This is an optimization exercise on Yosys and OpenROAD, whose aim is small area and a short achievable clock period, not a production implementation. RTL that was checked went through simulation tests only; none was proved equivalent to the original. The flow treats the clock pin as an ideal source, which a real chip does not have. Power is estimated from default activity; no workload was simulated.

// isp_top
module isp_top
(
    input  logic    pixel_clk,
    input  logic    rst_n,
    input  isp_video_pkg::pix_t    s_axis_tdata,
    input  logic    s_axis_tuser,
    input  logic    s_axis_tlast,
    input  logic    s_axis_tvalid,
    output logic    s_axis_tready,
    output isp_video_pkg::pix_t    m_axis_tdata,
    output logic    m_axis_tuser,
    output logic    m_axis_tlast,
    output logic    m_axis_tvalid,
    input  logic    m_axis_tready,
    input  logic    dpc_en,
    input  isp_ctrl_pkg::thresh_t dpc_threshold,
    input  logic    gauss_en
);
==> module isp_gauss, before the edit <==
module isp_gauss
(
    input  logic        gauss_en,
    input  logic [9:0]  m_top,       
    input  logic [9:0]  m_mid,       
    input  logic [9:0]  m_new,       
    input  logic [11:0] v_c1,        
    input  logic [11:0] v_c2,        
    input  logic [9:0]  m_ctr,       
    output logic [11:0] v_c0,        
    output logic [9:0]  out
);
    logic [11:0] vs, vk;
    logic [13:0] as, ak, bs, bk, hs, hk;
    logic [13:0] total;
    logic [6:0]  vr;
    logic [7:0]  lo_c;
    logic [6:0]  hi0, hi1;
    logic [7:0]  hc0, hc1;
    logic [10:0] va, vb, vc;
    logic [12:0] bc;
    logic [12:0] ac, cc;
    logic [6:0]  vq0, vq1;
    logic [5:0]  vu0, vu1;
    assign ac = {1'b0, v_c2};
    assign cc = {1'b0, v_c0};
    assign va = {1'b0, m_top};
    assign vb = {m_mid, 1'b0};
    assign vc = {1'b0, m_new};
    assign bc = {v_c1, 1'b0};
    always_comb
    begin
        vs = '0;
        vk = '0;
        for (int i = 0; i < 11; i++)
        begin
            vs[i]   = va[i] ^ vb[i] ^ vc[i];
            vk[i+1] = (va[i] & vb[i]) | (va[i] & vc[i]) | (vb[i] & vc[i]);
        end
        vr[0] = 1'b0;
        for (int i = 0; i < 6; i++)
        begin
            v_c0[i] = vs[i] ^ vk[i] ^ vr[i];
            vr[i+1] = (vs[i] & vk[i]) | (vs[i] & vr[i]) | (vk[i] & vr[i]);
        end
        vq0[0] = 1'b0;
        vq1[0] = 1'b1;
        for (int i = 0; i < 6; i++)
        begin
            vu0[i]   = vs[i+6] ^ vk[i+6] ^ vq0[i];
            vq0[i+1] = (vs[i+6] & vk[i+6]) | (vs[i+6] & vq0[i]) | (vk[i+6] & vq0[i]);
            vu1[i]   = vs[i+6] ^ vk[i+6] ^ vq1[i];
            vq1[i+1] = (vs[i+6] & vk[i+6]) | (vs[i+6] & vq1[i]) | (vk[i+6] & vq1[i]);
        end
        v_c0[11:6] = vr[6] ? vu1 : vu0;
        hs = '0;
        hk = '0;
        for (int i = 0; i < 13; i++)
        begin
            hs[i]   = ac[i] ^ bc[i] ^ cc[i];
            hk[i+1] = (ac[i] & bc[i]) | (ac[i] & cc[i]) | (bc[i] & cc[i]);
        end
        lo_c[0] = 1'b0;
        for (int i = 0; i < 7; i++)
        begin
            total[i]  = hs[i] ^ hk[i] ^ lo_c[i];
            lo_c[i+1] = (hs[i] & hk[i]) | (hs[i] & lo_c[i]) | (hk[i] & lo_c[i]);
        end
        hc0[0] = 1'b0;
        hc1[0] = 1'b1;
        for (int i = 0; i < 7; i++)
        begin
            hi0[i]   = hs[i+7] ^ hk[i+7] ^ hc0[i];
            hc0[i+1] = (hs[i+7] & hk[i+7]) | (hs[i+7] & hc0[i]) | (hk[i+7] & hc0[i]);
            hi1[i]   = hs[i+7] ^ hk[i+7] ^ hc1[i];
            hc1[i+1] = (hs[i+7] & hk[i+7]) | (hs[i+7] & hc1[i]) | (hk[i+7] & hc1[i]);
        end
        total[13:7] = lo_c[7] ? hi1 : hi0;
    end
    assign out = gauss_en ? total[13:4] : m_ctr;
endmodule
export LEC_CHECK = 0
export CAP_MARGIN = 20
export CORE_MARGIN = 2
export CORE_UTILIZATION = 60
export SLEW_MARGIN = 20
create_clock -name core_clock -period 16.0 [get_ports {pixel_clk}]
standard.sh (not shown) runs the stock make flow with config.mk's settings and CLKGATE_MAP_FILE= SYNTH_SCRIPT=/design/flow/synth_recipe.tcl, a recipe that flattens the netlist after the stock synthesis.
==> flow/flow/run.sh <==
#!/bin/bash
# Layout flow: the standard ORFS flow (standard.sh) with these changes.
#  - ABC maps the logic with an area-oriented script (abc_area_nf.script) in
#    place of ORFS's abc_speed.script; ORFS's scripts are copied to a local
#    folder and only that one file is replaced.
#  - repair_timing (floorplan, CTS and global-route stages) aims at a setup
#    slack of SETUP_SLACK_MARGIN ns, optimising towards a shorter period
#    than the 16 ns the design is constrained and signed off at.
#  - a leaner clock tree: larger sink clusters, clkbuf_8, no dummy loads.
#  - port buffers are buf_1 (repair upsizes those on critical paths).
#  - after CTS, s_axis_tready's output buffer is driven straight from
#    m_axis_tready's input buffer (post_cts.tcl, ft_eco.tcl).
#  - net fanout is capped at 40 before repair_design (pre_resize.tcl).
# Each tool's output goes to the ORFS logs under orfs/logs; make's output
# goes to standard.log.
set -euo pipefail
rm -rf scripts_local
cp -r "$FLOW_HOME/scripts" scripts_local
cp flow/abc_area_nf.script scripts_local/abc_speed.script
export SETUP_SLACK_MARGIN=9.4
export CTS_ARGS="-sink_clustering_enable -repair_clock_nets -sink_clustering_size 15 -sink_clustering_max_diameter 70 -buf_list sky130_fd_sc_hd__clkbuf_8 -dont_use_dummy_load"
export BUFFER_PORTS_ARGS="-buffer_cell sky130_fd_sc_hd__buf_1"
export POST_CTS_TCL="$PWD/flow/post_cts.tcl"
export PRE_RESIZE_TCL="$PWD/flow/pre_resize.tcl"
bash standard.sh SCRIPTS_DIR="$PWD/scripts_local" finish > standard.log 2>&1
Other scripts of this flow, unchanged in this note and not shown: flow/flow/abc_area_nf.script, flow/flow/ft_eco.tcl, flow/flow/post_cts.tcl, flow/flow/pre_resize.tcl
The first run passed the timing, design-rule and antenna checks.
Change:
--- a/flow/design.v
+++ b/flow/design.v
@@ -176,11 +176,11 @@
     input  logic [9:0]  m_ctr,       
     output logic [11:0] v_c0,        
     output logic [9:0]  out
 );
     logic [11:0] vs, vk;
-    logic [13:0] as, ak, bs, bk, hs, hk;
+    logic [13:0] hs, hk;
     logic [13:0] total;
     logic [6:0]  vr;
     logic [7:0]  lo_c;
     logic [6:0]  hi0, hi1;
     logic [7:0]  hc0, hc1;
The changed run passed the timing, design-rule and antenna checks.
Worst setup slack does not change.
Clock skew stays the same.
Critical path depth stays the same.
Final area is unchanged.
Synthesized area stays the same.
Core utilization is unchanged.
Cell count is unchanged.
Total power does not change.
Via count is unchanged.
Sequential power hardly moves.
For the first run of this note, only the layout was checked, not whether the RTL still works.

separate check: timing with driven ports:
In the flow no input, the clock included, has a driving cell. The finished layouts below were timed again as built, in two steps.
Step 1: set_driving_cell puts a clkbuf_16 on pixel_clk and a buf_2 on each other input, an assumption about the parent block.
Step 2 adds t to the input delays and takes it off the output delays; t is the mean of the earliest and latest rising clock arrival at the registers after step 1. Input paths then give back, and output paths get back, about the clock's delay inside the block.
Three values: ideal, step 1, step 2; two values: the first two.
| run | t (ns) | slack for setup (ns) | worst register clock-pin slew, ns |
|---|---|---|---|
| the first run | 0.679 | 9.398 / 9.363 / 9.022 | 0.10 / 0.10 |
| the second run | 0.679 | 9.398 / 9.363 / 9.022 | 0.10 / 0.10 |
After both steps every run listed still meets setup and hold.
